Context: an optimization exercise on an open-source flow, tuned for small area, a short achievable clock period and few clock cycles per item. The choices shown serve that exercise and are no tape-out recipe.
Function was checked by simulation only, so behaviour that the tests miss may differ from the original.

==> build 71 <==
==> flow/design.v <==
`timescale 1ns / 1ps
package rfa_pkg;
  localparam int OperandWidth = 32;
  localparam int ValueWidth   = 64;
  localparam int QueueDepth   = 2;
  typedef enum logic [1:0] {
    ActAdd = 2'd0,
    ActSub = 2'd1,
    ActMul = 2'd2,
    ActDiv = 2'd3
  } action_e;
  typedef struct packed {
    logic [1:0]         action;
    logic signed [31:0] num_a;
    logic signed [31:0] den_a;
    logic signed [31:0] num_b;
    logic signed [31:0] den_b;
  } in_t;
  typedef struct packed {
    logic               status;
    logic signed [63:0] result_num;
    logic signed [63:0] result_den;
  } out_t;
  typedef struct packed {
    logic                  err;
    logic [ValueWidth-1:0] x;
    logic [ValueWidth-1:0] y;
  } job_t;
  typedef struct packed {
    logic                  busy;
    logic                  done;
    logic [ValueWidth-1:0] quo;
    logic [ValueWidth-1:0] rem;
  } div_rsp_t;
  function automatic logic [ValueWidth-1:0] mag(input logic [ValueWidth-1:0] v);
    mag = v[ValueWidth-1] ? (~v + 1'b1) : v;
  endfunction
  function automatic logic [ValueWidth-1:0] negate_if(input logic neg,
                                                      input logic [ValueWidth-1:0] v);
    negate_if = neg ? (~v + 1'b1) : v;
  endfunction
endpackage
`timescale 1ns / 1ps
module rfa_add #(
  parameter int W = 64
) (
  input  logic [W-1:0] a_i,
  input  logic [W-1:0] b_i,
  input  logic         cin_i,
  output logic [W-1:0] s_o,
  output logic         co_o
);
  localparam int L = $clog2(W);
  logic [L:0][W-1:0] g, p;
  logic [W-1:0] p0;
  assign p0 = a_i ^ b_i;
  assign g[0] = (a_i & b_i) | {{(W-1){1'b0}}, p0[0] & cin_i};
  assign p[0] = p0;
  for (genvar l = 0; l < L; l++) begin : g_lvl
    for (genvar i = 0; i < W; i++) begin : g_bit
      if ((i % (2 << l)) >= (1 << l)) begin : g_node
        localparam int J = i - (i % (2 << l)) + (1 << l) - 1;
        assign g[l+1][i] = g[l][i] | (p[l][i] & g[l][J]);
        assign p[l+1][i] = p[l][i] & p[l][J];
      end else begin : g_pass
        assign g[l+1][i] = g[l][i];
        assign p[l+1][i] = p[l][i];
      end
    end
  end
  assign s_o  = p0 ^ {g[L][W-2:0], cin_i};
  assign co_o = g[L][W-1];
endmodule
`timescale 1ns / 1ps
module rational_fraction_alu (
  input  logic        clk_i,
  input  logic        rst_ni,
  input  logic        in_valid_i,
  output logic        in_ready_o,
  input  logic [1:0]  in_action_i,
  input  logic [31:0] in_num_a_i,
  input  logic [31:0] in_den_a_i,
  input  logic [31:0] in_num_b_i,
  input  logic [31:0] in_den_b_i,
  output logic        out_valid_o,
  input  logic        out_ready_i,
  output logic        out_status_o,
  output logic [63:0] out_num_o,
  output logic [63:0] out_den_o
);
  logic st_idle_q, st_out_q, st_wait_q, st_mul_q, st_comb_q, st_gcd_q, st_fin_q;
  logic st_idle_d, st_out_d, st_wait_d, st_mul_d, st_comb_d, st_gcd_d, st_fin_d;
  logic in_ready_q, out_valid_q;
  logic [63:0] g_q, h_q, a_q, b_q, c_q, d_q;
  logic [63:0] g_d, h_d, a_d, b_d, c_d, d_d;
  logic [5:0]  cnt_q, cnt_d;
  logic        cz_q;                
  logic        act_mul_q, act_div_q, act_add_q, act_as_q;
  logic        sx_q, sx_d, sy_q;
  logic        sub_q, sub_d;        
  logic        par_q, par_d;        
  logic        st1_q, st1_d;        
  logic        eq_q, eq_d;          
  logic        err_q;               
  logic        status_q, status_d;
  logic pa_sh1_q, pa_sh2_q, pa_sub_q, pa_swap_q, pa_ge_q;
  logic one_g_q, two_g_q, one_p_q, two_p_q, one_q_q, two_q_q;
  logic neg_g_q, neg_p_q, neg_q_q;
  logic [63:0] op_g, op_p, op_q;
  logic        sb_g, sb_p, sb_q;
  logic [63:0] sum_g, sum_p, sum_q;
  logic        ge;                
  logic        can1, can2;        
  logic        h_zero;
  logic neg_num, neg_den, type_x;
  assign type_x  = par_q & !eq_q;
  assign neg_num = !type_x & (sx_q ^ sy_q);
  assign neg_den =  type_x & (sx_q ^ sy_q);
  assign op_g = ({64{one_g_q}} & h_q) | ({64{two_g_q}} & {h_q[62:0], 1'b0});
  assign op_p = ({64{one_p_q}} & b_q) | ({64{two_p_q}} & {b_q[62:0], 1'b0}) |
                ({64{st_comb_q}} & c_q);
  assign op_q = ({64{one_q_q}} & h_q) | ({64{two_q_q}} & {h_q[62:0], 1'b0}) |
                ({64{st_comb_q}} & a_q) | ({64{st_gcd_q | st_fin_q}} & d_q);
  assign sb_g = !st_mul_q | neg_g_q;
  assign sb_p = (st_mul_q & neg_p_q) | st_comb_q | (st_fin_q & neg_num);
  assign sb_q = (st_mul_q & neg_q_q) | st_comb_q | (st_fin_q & neg_den);
  logic co_p, co_q;
  rfa_add u_add_g (.a_i(g_q), .b_i(op_g ^ {64{sb_g}}), .cin_i(sb_g), .s_o(sum_g), .co_o(ge));
  rfa_add u_add_p (.a_i(a_q), .b_i(op_p ^ {64{sb_p}}), .cin_i(sb_p), .s_o(sum_p), .co_o(co_p));
  rfa_add u_add_q (.a_i(c_q), .b_i(op_q ^ {64{sb_q}}), .cin_i(sb_q), .s_o(sum_q), .co_o(co_q));
  logic [63:0] cmp1_s, cmp2_s;
  logic        cmp1_c, cmp2_c;
  rfa_add u_cmp1 (.a_i(g_q), .b_i(~{h_q[62:0], 1'b0}), .cin_i(1'b1), .s_o(cmp1_s), .co_o(cmp1_c));
  rfa_add u_cmp2 (.a_i(g_q), .b_i(~{h_q[61:0], 2'b0}), .cin_i(1'b1), .s_o(cmp2_s), .co_o(cmp2_c));
  assign can1   = !h_q[63] && cmp1_c;
  assign can2   = !h_q[63] && !h_q[62] && cmp2_c;
  assign h_zero = (h_q == 64'd0);
  logic bad, accept, take, zero_ac, to_mul, to_err;
  assign bad = (in_den_a_i == 32'd0) || (in_den_b_i == 32'd0) ||
               ((in_action_i == 2'd3) && (in_num_b_i == 32'd0));
  assign accept = in_ready_q & in_valid_i;
  assign take   = out_valid_q & out_ready_i;
  assign to_mul = (st_idle_q & in_valid_i & !bad) | (st_out_q & take & in_valid_i & !bad) |
                  (st_wait_q & take & !err_q);
  assign to_err = (st_idle_q & in_valid_i & bad) | (st_out_q & take & in_valid_i & bad) |
                  (st_wait_q & take & err_q);
  assign zero_ac = to_mul | to_err | (st_gcd_q & h_zero);
  always_comb begin
    st_idle_d = (st_idle_q & !in_valid_i) | (st_out_q & take & !in_valid_i);
    st_wait_d = (st_out_q & !take & in_valid_i) | (st_wait_q & !take);
    st_out_d  = to_err | (st_out_q & !take & !in_valid_i) | st_fin_q;
    st_mul_d  = to_mul | (st_mul_q & !cz_q);
    st_comb_d = st_mul_q & cz_q;
    st_gcd_d  = st_comb_q | (st_gcd_q & !h_zero);
    st_fin_d  = st_gcd_q & h_zero;
  end
  logic dec_sh2, dec_sh1, dec_swap, dec_sub;
  assign dec_sh2  = st_gcd_q & !h_zero & !sub_q & can2;
  assign dec_sh1  = st_gcd_q & !h_zero & !sub_q & !can2 & can1;
  assign dec_swap = st_gcd_q & !h_zero & (sub_q | !can1) & cz_q;
  assign dec_sub  = st_gcd_q & !h_zero & (sub_q | !can1) & !cz_q;
  always_comb begin
    g_d = g_q;
    h_d = h_q;
    cnt_d = cnt_q;
    sx_d = sx_q;
    sub_d = sub_q; par_d = par_q; st1_d = st1_q; eq_d = eq_q;
    if (in_ready_q) begin
      g_d = 64'd0;
      h_d = {{2{in_den_a_i[31]}}, in_den_a_i, 30'd0};
      cnt_d = 6'd15;
    end
    if (st_mul_q) begin
      g_d = sum_g;
      h_d = {{2{h_q[63]}}, h_q[63:2]};
      cnt_d = cnt_q - 6'd1;
    end
    if (st_comb_q) begin
      h_d  = sum_p[63] ? sum_q : sum_p;
      sx_d = sum_p[63];
      cnt_d = 6'd0;
      sub_d = 1'b0;
      par_d = 1'b0;
      st1_d = 1'b1;
      eq_d  = 1'b0;
    end
    if (dec_sh2) begin
      h_d = {h_q[61:0], 2'b00};
      cnt_d = cnt_q + 6'd2;
    end
    if (dec_sh1) begin
      h_d = {h_q[62:0], 1'b0};
      cnt_d = cnt_q + 6'd1;
    end
    if (dec_sub) begin
      if (ge) g_d = sum_g;
      h_d = {1'b0, h_q[63:1]};
      cnt_d = cnt_q - 6'd1;
      sub_d = 1'b1;
    end
    if (dec_swap) begin
      g_d = h_q;
      h_d = ge ? sum_g : g_q;
      sub_d = 1'b0;
      par_d = !par_q;
      st1_d = 1'b0;
      eq_d  = st1_q && !sub_q && ge;
    end
  end
  always_comb begin
    a_d = a_q; b_d = b_q; c_d = c_q; d_d = d_q;
    if (in_ready_q) begin
      b_d = {{2{in_num_a_i[31]}}, in_num_a_i, 30'd0};
      d_d = {in_num_b_i, in_den_b_i};
    end
    if (st_mul_q) begin
      a_d = sum_p;
      c_d = sum_q;
      b_d = {{2{b_q[63]}}, b_q[63:2]};
      d_d = {d_q[61:0], 2'b00};
    end
    if (st_comb_q) begin
      a_d = 64'd1;
      b_d = 64'd0;
      c_d = 64'd0;
      d_d = 64'd1;
    end
    if (pa_sh2_q) begin
      b_d = {b_q[61:0], 2'b00};
      d_d = {d_q[61:0], 2'b00};
    end
    if (pa_sh1_q) begin
      b_d = {b_q[62:0], 1'b0};
      d_d = {d_q[62:0], 1'b0};
    end
    if (pa_sub_q) begin
      if (pa_ge_q) begin
        a_d = sum_p;
        c_d = sum_q;
      end
      b_d = {1'b0, b_q[63:1]};
      d_d = {1'b0, d_q[63:1]};
    end
    if (pa_swap_q) begin
      a_d = b_q;
      b_d = pa_ge_q ? sum_p : a_q;
      c_d = d_q;
      d_d = pa_ge_q ? sum_q : c_q;
    end
    if (st_fin_q) begin
      a_d = sum_p;
      c_d = sum_q;
    end
    if (zero_ac) begin
      a_d = 64'd0;
      c_d = 64'd0;
    end
  end
  logic [2:0] tc_n, td_n, tp_n, tg_n, tq_n;
  logic       n_mul, n_div, n_add, n_as, n_sy;
  always_comb begin
    if (in_ready_q) begin
      tc_n  = in_num_b_i[31:29];
      td_n  = in_den_b_i[31:29];
      n_mul = (in_action_i == 2'd2);
      n_div = (in_action_i == 2'd3);
      n_add = (in_action_i == 2'd0);
      n_as  = !in_action_i[1];
      n_sy  = in_den_a_i[31] ^ ((in_action_i == 2'd3) ? in_num_b_i[31] : in_den_b_i[31]);
    end else begin
      if (st_mul_q) begin
        tc_n = {d_q[61], d_q[60], d_q[59] & (cnt_q != 6'd1)};
        td_n = d_q[29:27];
      end else begin
        tc_n = d_q[63:61];
        td_n = d_q[31:29];
      end
      n_mul = act_mul_q;
      n_div = act_div_q;
      n_add = act_add_q;
      n_as  = act_as_q;
      n_sy  = sy_q;
    end
    tp_n = n_mul ? tc_n : td_n;                    
    tg_n = n_div ? tc_n : td_n;                    
    tq_n = n_as  ? tc_n : 3'b000;                  
  end
  function automatic logic [2:0] booth(input logic [2:0] t);
    booth = {t[1] ^ t[0], (t[2] & !t[1] & !t[0]) | (!t[2] & t[1] & t[0]), t[2] & !(t[1] & t[0])};
  endfunction
  logic [2:0] bp, bg, bq;
  assign bp = booth(tp_n);
  assign bg = booth(tg_n);
  assign bq = booth(tq_n);
  always_ff @(posedge clk_i) begin
    one_p_q <= st_mul_d ? bp[2] : (st_gcd_d | st_fin_d);
    two_p_q <= st_mul_d & bp[1];
    neg_p_q <= bp[0];
    one_g_q <= st_mul_d ? bg[2] : 1'b1;
    two_g_q <= st_mul_d & bg[1];
    neg_g_q <= bg[0] ^ n_sy;
    one_q_q <= st_mul_d & bq[2];
    two_q_q <= st_mul_d & bq[1];
    neg_q_q <= bq[0] ^ n_add;
  end
  always_comb begin
    status_d = status_q;
    if (to_err) status_d = 1'b1;
    if (st_fin_q) status_d = 1'b0;
  end
  always_ff @(posedge clk_i or negedge rst_ni) begin
    if (!rst_ni) begin
      st_idle_q   <= 1'b1;
      st_out_q    <= 1'b0;
      st_wait_q   <= 1'b0;
      st_mul_q    <= 1'b0;
      st_comb_q   <= 1'b0;
      st_gcd_q    <= 1'b0;
      st_fin_q    <= 1'b0;
      in_ready_q  <= 1'b1;
      out_valid_q <= 1'b0;
      pa_sh1_q    <= 1'b0;
      pa_sh2_q    <= 1'b0;
      pa_sub_q    <= 1'b0;
      pa_swap_q   <= 1'b0;
    end else begin
      st_idle_q   <= st_idle_d;
      st_out_q    <= st_out_d;
      st_wait_q   <= st_wait_d;
      st_mul_q    <= st_mul_d;
      st_comb_q   <= st_comb_d;
      st_gcd_q    <= st_gcd_d;
      st_fin_q    <= st_fin_d;
      in_ready_q  <= st_idle_d | st_out_d;
      out_valid_q <= st_out_d | st_wait_d;
      pa_sh1_q    <= dec_sh1;
      pa_sh2_q    <= dec_sh2;
      pa_sub_q    <= dec_sub;
      pa_swap_q   <= dec_swap;
    end
  end
  always_ff @(posedge clk_i) begin
    g_q <= g_d; h_q <= h_d; a_q <= a_d; b_q <= b_d; c_q <= c_d; d_q <= d_d;
    cnt_q <= cnt_d;
    cz_q  <= (cnt_d == 6'd0);
    sx_q <= sx_d;
    sub_q <= sub_d; par_q <= par_d; st1_q <= st1_d; eq_q <= eq_d;
    status_q <= status_d;
    pa_ge_q <= ge;
    act_mul_q <= n_mul;
    act_div_q <= n_div;
    act_add_q <= n_add;
    act_as_q  <= n_as;
    sy_q      <= n_sy;
    if (accept) err_q <= bad;
  end
  assign in_ready_o   = in_ready_q;
  assign out_valid_o  = out_valid_q;
  assign out_status_o = status_q;
  assign out_num_o    = a_q;
  assign out_den_o    = c_q;
endmodule
==> flow/run.sh <==
#!/bin/bash
# synth_recipe.tcl (not shown) runs the flow's synth.tcl, then flattens the netlist and writes it again
# the make line also repeats each setting of config.mk as NAME=value (left out here)
make -C /OpenROAD-flow-scripts/flow DESIGN_CONFIG=/design/flow/config.mk WORK_HOME=/design/flow/orfs CLKGATE_MAP_FILE= SYNTH_SCRIPT=/design/flow/synth_recipe.tcl finish
==> flow/config.mk <==
export PLATFORM = sky130hd
export DESIGN_NAME = rational_fraction_alu
export DESIGN_NICKNAME = rational_fraction_alu
export VERILOG_FILES = /design/flow/design.v
export SDC_FILE = /design/flow/constraint.sdc
export NUM_CORES = 4
export LEC_CHECK = 0
export CAP_MARGIN = 20
export CORE_MARGIN = 2
export CORE_UTILIZATION = 40
export SETUP_SLACK_MARGIN = 5
export SLEW_MARGIN = 20
==> flow/constraint.sdc <==
create_clock -name core_clock -period 11.0 [get_ports {clk_i}]
set_input_delay 2.2000 -clock core_clock [delete_from_list [all_inputs] [get_ports {clk_i}]]
set_output_delay 2.2000 -clock core_clock [all_outputs]
set_load 0.01 [all_outputs]
==> trial 61: changes against build 71 <==
--- a/flow/design.v
+++ b/flow/design.v
@@ -90,4 +90,4 @@
 );
-  logic st_idle_q, st_out_q, st_wait_q, st_mul_q, st_comb_q, st_gcd_q, st_fin_q;
-  logic st_idle_d, st_out_d, st_wait_d, st_mul_d, st_comb_d, st_gcd_d, st_fin_d;
+  logic st_idle_q, st_out_q, st_wait_q, st_mul_q, st_comb_q, st_abs_q, st_gcd_q, st_fin_q;
+  logic st_idle_d, st_out_d, st_wait_d, st_mul_d, st_comb_d, st_abs_d, st_gcd_d, st_fin_d;
   logic in_ready_q, out_valid_q;
@@ -107,3 +107,4 @@
   logic one_g_q, two_g_q, one_p_q, two_p_q, one_q_q, two_q_q;
-  logic neg_g_q, neg_p_q, neg_q_q;
+  logic neg_g_q, neg_p_q, neg_q_q;        
+  logic selc_p_q, sela_q_q, seld_q_q;
   logic [63:0] op_g, op_p, op_q;
@@ -120,8 +121,8 @@
   assign op_p = ({64{one_p_q}} & b_q) | ({64{two_p_q}} & {b_q[62:0], 1'b0}) |
-                ({64{st_comb_q}} & c_q);
+                ({64{selc_p_q}} & c_q);
   assign op_q = ({64{one_q_q}} & h_q) | ({64{two_q_q}} & {h_q[62:0], 1'b0}) |
-                ({64{st_comb_q}} & a_q) | ({64{st_gcd_q | st_fin_q}} & d_q);
-  assign sb_g = !st_mul_q | neg_g_q;
-  assign sb_p = (st_mul_q & neg_p_q) | st_comb_q | (st_fin_q & neg_num);
-  assign sb_q = (st_mul_q & neg_q_q) | st_comb_q | (st_fin_q & neg_den);
+                ({64{sela_q_q}} & a_q) | ({64{seld_q_q}} & d_q);
+  assign sb_g = neg_g_q;
+  assign sb_p = neg_p_q;
+  assign sb_q = neg_q_q;
   logic co_p, co_q;
@@ -153,3 +154,4 @@
     st_comb_d = st_mul_q & cz_q;
-    st_gcd_d  = st_comb_q | (st_gcd_q & !h_zero);
+    st_abs_d  = st_comb_q;
+    st_gcd_d  = st_abs_q | (st_gcd_q & !h_zero);
     st_fin_d  = st_gcd_q & h_zero;
@@ -178,4 +180,6 @@
     if (st_comb_q) begin
-      h_d  = sum_p[63] ? sum_q : sum_p;
       sx_d = sum_p[63];
+    end
+    if (st_abs_q) begin
+      h_d  = sx_q ? c_q : a_q;
       cnt_d = 6'd0;
@@ -222,2 +226,6 @@
     if (st_comb_q) begin
+      a_d = sum_p;
+      c_d = sum_q;
+    end
+    if (st_abs_q) begin
       a_d = 64'd1;
@@ -297,9 +305,12 @@
     two_p_q <= st_mul_d & bp[1];
-    neg_p_q <= bp[0];
+    neg_p_q <= st_mul_d ? bp[0] : (st_comb_d | (st_fin_d & neg_num));
     one_g_q <= st_mul_d ? bg[2] : 1'b1;
     two_g_q <= st_mul_d & bg[1];
-    neg_g_q <= bg[0] ^ n_sy;
+    neg_g_q <= st_mul_d ? (bg[0] ^ n_sy) : 1'b1;
     one_q_q <= st_mul_d & bq[2];
     two_q_q <= st_mul_d & bq[1];
-    neg_q_q <= bq[0] ^ n_add;
+    neg_q_q <= st_mul_d ? (bq[0] ^ n_add) : (st_comb_d | (st_fin_d & neg_den));
+    selc_p_q <= st_comb_d;
+    sela_q_q <= st_comb_d;
+    seld_q_q <= st_gcd_d | st_fin_d;
   end
@@ -317,2 +328,3 @@
       st_comb_q   <= 1'b0;
+      st_abs_q    <= 1'b0;
       st_gcd_q    <= 1'b0;
@@ -331,2 +343,3 @@
       st_comb_q   <= st_comb_d;
+      st_abs_q    <= st_abs_d;
       st_gcd_q    <= st_gcd_d;
==> flow/flow/run.sh (new file) <==
#!/bin/bash
# Standard layout, with repair_timing aiming further below the clock period.
set -euo pipefail
bash standard.sh SETUP_SLACK_MARGIN=6.5 finish > standard_make.log 2>&1
==> flow/standard.sh (new file) <==
#!/bin/bash
# synth_recipe.tcl (not shown) runs the flow's synth.tcl, then flattens the netlist and writes it again
# the make line also repeats each setting of config.mk as NAME=value (left out here)
make -C /OpenROAD-flow-scripts/flow DESIGN_CONFIG=/design/flow/config.mk WORK_HOME=/design/flow/orfs CLKGATE_MAP_FILE= SYNTH_SCRIPT=/design/flow/synth_recipe.tcl "${@:-finish}"
--- a/flow/config.mk
+++ b/flow/config.mk
@@ -10,3 +10,2 @@
 export CORE_UTILIZATION = 40
-export SETUP_SLACK_MARGIN = 5
 export SLEW_MARGIN = 20
removed: flow/run.sh
==> trial 97: changes against build 71 <==
--- a/flow/design.v
+++ b/flow/design.v
@@ -90,4 +90,4 @@
 );
-  logic st_idle_q, st_out_q, st_wait_q, st_mul_q, st_comb_q, st_gcd_q, st_fin_q;
-  logic st_idle_d, st_out_d, st_wait_d, st_mul_d, st_comb_d, st_gcd_d, st_fin_d;
+  logic st_idle_q, st_out_q, st_wait_q, st_mul_q, st_comb_q, st_abs_q, st_gcd_q, st_fin_q;
+  logic st_idle_d, st_out_d, st_wait_d, st_mul_d, st_comb_d, st_abs_d, st_gcd_d, st_fin_d;
   logic in_ready_q, out_valid_q;
@@ -107,3 +107,4 @@
   logic one_g_q, two_g_q, one_p_q, two_p_q, one_q_q, two_q_q;
-  logic neg_g_q, neg_p_q, neg_q_q;
+  logic neg_g_q, neg_p_q, neg_q_q;        
+  logic selc_p_q, seld_q_q;
   logic [63:0] op_g, op_p, op_q;
@@ -120,8 +121,8 @@
   assign op_p = ({64{one_p_q}} & b_q) | ({64{two_p_q}} & {b_q[62:0], 1'b0}) |
-                ({64{st_comb_q}} & c_q);
+                ({64{selc_p_q}} & c_q);
   assign op_q = ({64{one_q_q}} & h_q) | ({64{two_q_q}} & {h_q[62:0], 1'b0}) |
-                ({64{st_comb_q}} & a_q) | ({64{st_gcd_q | st_fin_q}} & d_q);
-  assign sb_g = !st_mul_q | neg_g_q;
-  assign sb_p = (st_mul_q & neg_p_q) | st_comb_q | (st_fin_q & neg_num);
-  assign sb_q = (st_mul_q & neg_q_q) | st_comb_q | (st_fin_q & neg_den);
+                ({64{seld_q_q}} & d_q);
+  assign sb_g = neg_g_q;
+  assign sb_p = neg_p_q;
+  assign sb_q = neg_q_q;
   logic co_p, co_q;
@@ -153,3 +154,4 @@
     st_comb_d = st_mul_q & cz_q;
-    st_gcd_d  = st_comb_q | (st_gcd_q & !h_zero);
+    st_abs_d  = st_comb_q;
+    st_gcd_d  = st_abs_q | (st_gcd_q & !h_zero);
     st_fin_d  = st_gcd_q & h_zero;
@@ -178,4 +180,7 @@
     if (st_comb_q) begin
-      h_d  = sum_p[63] ? sum_q : sum_p;
+      h_d  = sum_p;
       sx_d = sum_p[63];
+    end
+    if (st_abs_q) begin
+      if (sx_q) h_d = sum_q;
       cnt_d = 6'd0;
@@ -222,2 +227,5 @@
     if (st_comb_q) begin
+      c_d = 64'd0;
+    end
+    if (st_abs_q) begin
       a_d = 64'd1;
@@ -297,9 +305,11 @@
     two_p_q <= st_mul_d & bp[1];
-    neg_p_q <= bp[0];
+    neg_p_q <= st_mul_d ? bp[0] : (st_comb_d | (st_fin_d & neg_num));
     one_g_q <= st_mul_d ? bg[2] : 1'b1;
     two_g_q <= st_mul_d & bg[1];
-    neg_g_q <= bg[0] ^ n_sy;
-    one_q_q <= st_mul_d & bq[2];
+    neg_g_q <= st_mul_d ? (bg[0] ^ n_sy) : 1'b1;
+    one_q_q <= st_mul_d ? bq[2] : st_abs_d;
     two_q_q <= st_mul_d & bq[1];
-    neg_q_q <= bq[0] ^ n_add;
+    neg_q_q <= st_mul_d ? (bq[0] ^ n_add) : (st_abs_d | (st_fin_d & neg_den));
+    selc_p_q <= st_comb_d;
+    seld_q_q <= st_gcd_d | st_fin_d;
   end
@@ -317,2 +327,3 @@
       st_comb_q   <= 1'b0;
+      st_abs_q    <= 1'b0;
       st_gcd_q    <= 1'b0;
@@ -331,2 +342,3 @@
       st_comb_q   <= st_comb_d;
+      st_abs_q    <= st_abs_d;
       st_gcd_q    <= st_gcd_d;
==> flow/flow/run.sh (new file) <==
#!/bin/bash
# Standard layout with three changes: ports buffered with buf_4 cells, repair_timing aiming
# further below the clock period, and repair_timing working only on the worst paths.
set -euo pipefail
bash standard.sh SETUP_SLACK_MARGIN=7 TNS_END_PERCENT=0 \
  "BUFFER_PORTS_ARGS=-buffer_cell sky130_fd_sc_hd__buf_4" finish > standard_make.log 2>&1
==> flow/standard.sh (new file) <==
#!/bin/bash
# synth_recipe.tcl (not shown) runs the flow's synth.tcl, then flattens the netlist and writes it again
# the make line also repeats each setting of config.mk as NAME=value (left out here)
make -C /OpenROAD-flow-scripts/flow DESIGN_CONFIG=/design/flow/config.mk WORK_HOME=/design/flow/orfs CLKGATE_MAP_FILE= SYNTH_SCRIPT=/design/flow/synth_recipe.tcl "${@:-finish}"
--- a/flow/config.mk
+++ b/flow/config.mk
@@ -10,3 +10,2 @@
 export CORE_UTILIZATION = 40
-export SETUP_SLACK_MARGIN = 5
 export SLEW_MARGIN = 20
removed: flow/run.sh
==> out/metrics.yaml <==
run_status:
  status: "complete, no violations"
synthesis:
  synthTopCellsByCount: "a21oi_1, nor2_1, clkbuf_1"
placement:
  hpwl_um: 165000
clock_network:
  postCtsSetupBuffers: 48
cells_and_area:
  sh_seq_area: 0.203
  stdcell_count: 6907
  nMultiInputCombCells: 4317
worst_setup_path:
  critPathRequiredTime_ps: 11590
grt:
  grt_pass1_vias: 43887
  grt_use_met2: 0.561
-- figures above: trial 97

==> out/metrics.yaml <==
cells_and_area:
  nMultiInputCombCells: 4342
  sh_seq_area: 0.214
  stdcell_count: 6915
worst_setup_path:
  critPathRequiredTime_ps: 11430
synthesis:
  synthTopCellsByCount: "nor2_1, a21oi_1, nand2_1"
  synthMuxAreaShare: 0.0407
grt:
  grt_use_met2: 0.504
  grt_pass1_vias: 43174
run_status:
  status: "complete, no violations"
placement:
  hpwl_um: 138000
clock_network:
  path_clk_slew_ps: 70
-- figures above: build 71

==> out/metrics.yaml <==
grt:
  grt_use_met2: 0.510
  grt_pass1_vias: 45487
cells_and_area:
  sh_seq_area: 0.202
  nMultiInputCombCells: 4481
run_status:
  status: "complete, no violations"
clock_network:
  postCtsSetupBuffers: 98
placement:
  hpwl_um: 138000
-- figures above: trial 61

Testbench counts of build 71, summed over its fixed seeds: cycles 129,275, items 1,200.
Testbench counts of trial 61, summed over its fixed seeds: cycles 130,475, items 1,200.
Testbench counts of trial 97, summed over its fixed seeds: cycles 130,475, items 1,200.

[separate check: timing with driven ports]
In the flow no input, the clock included, has a driving cell. The finished layouts below were timed again as built, in two steps. Step 1: set_driving_cell puts a clkbuf_16 on clk_i and a buf_2 on each other input, an assumption about the parent block. Step 2, shift: input delay + t, output delay - t, t = (earliest + latest rising clock arrival at the registers) / 2. This alone moves slack from input paths to output paths. Slacks: no drivers / after step 1 / after step 2; pairs: no drivers / after step 1.
run | shift t [ns] | setup WS [ns] | hold WS [ns] | latest minus earliest clock arrival (ns) | worst slew at a driven data input, ns
build 71 | 0.764 | 4.983 / 4.983 / 4.867 | 0.465 / 0.465 / 0.465 | 0.049 / 0.049 | 0.07
trial 61 | 0.736 | 6.419 / 6.419 / 5.864 | 0.486 / 0.486 / 0.486 | 0.049 / 0.049 | 0.17
trial 97 | 0.772 | 6.227 / 6.227 / 5.836 | 0.464 / 0.464 / 0.464 | 0.032 / 0.033 | 0.09
After both steps setup and hold are still met in every run listed. The setup slack of trial 61, which loses most, moves by 0.000 ns with the drivers and by -0.555 ns with both steps.
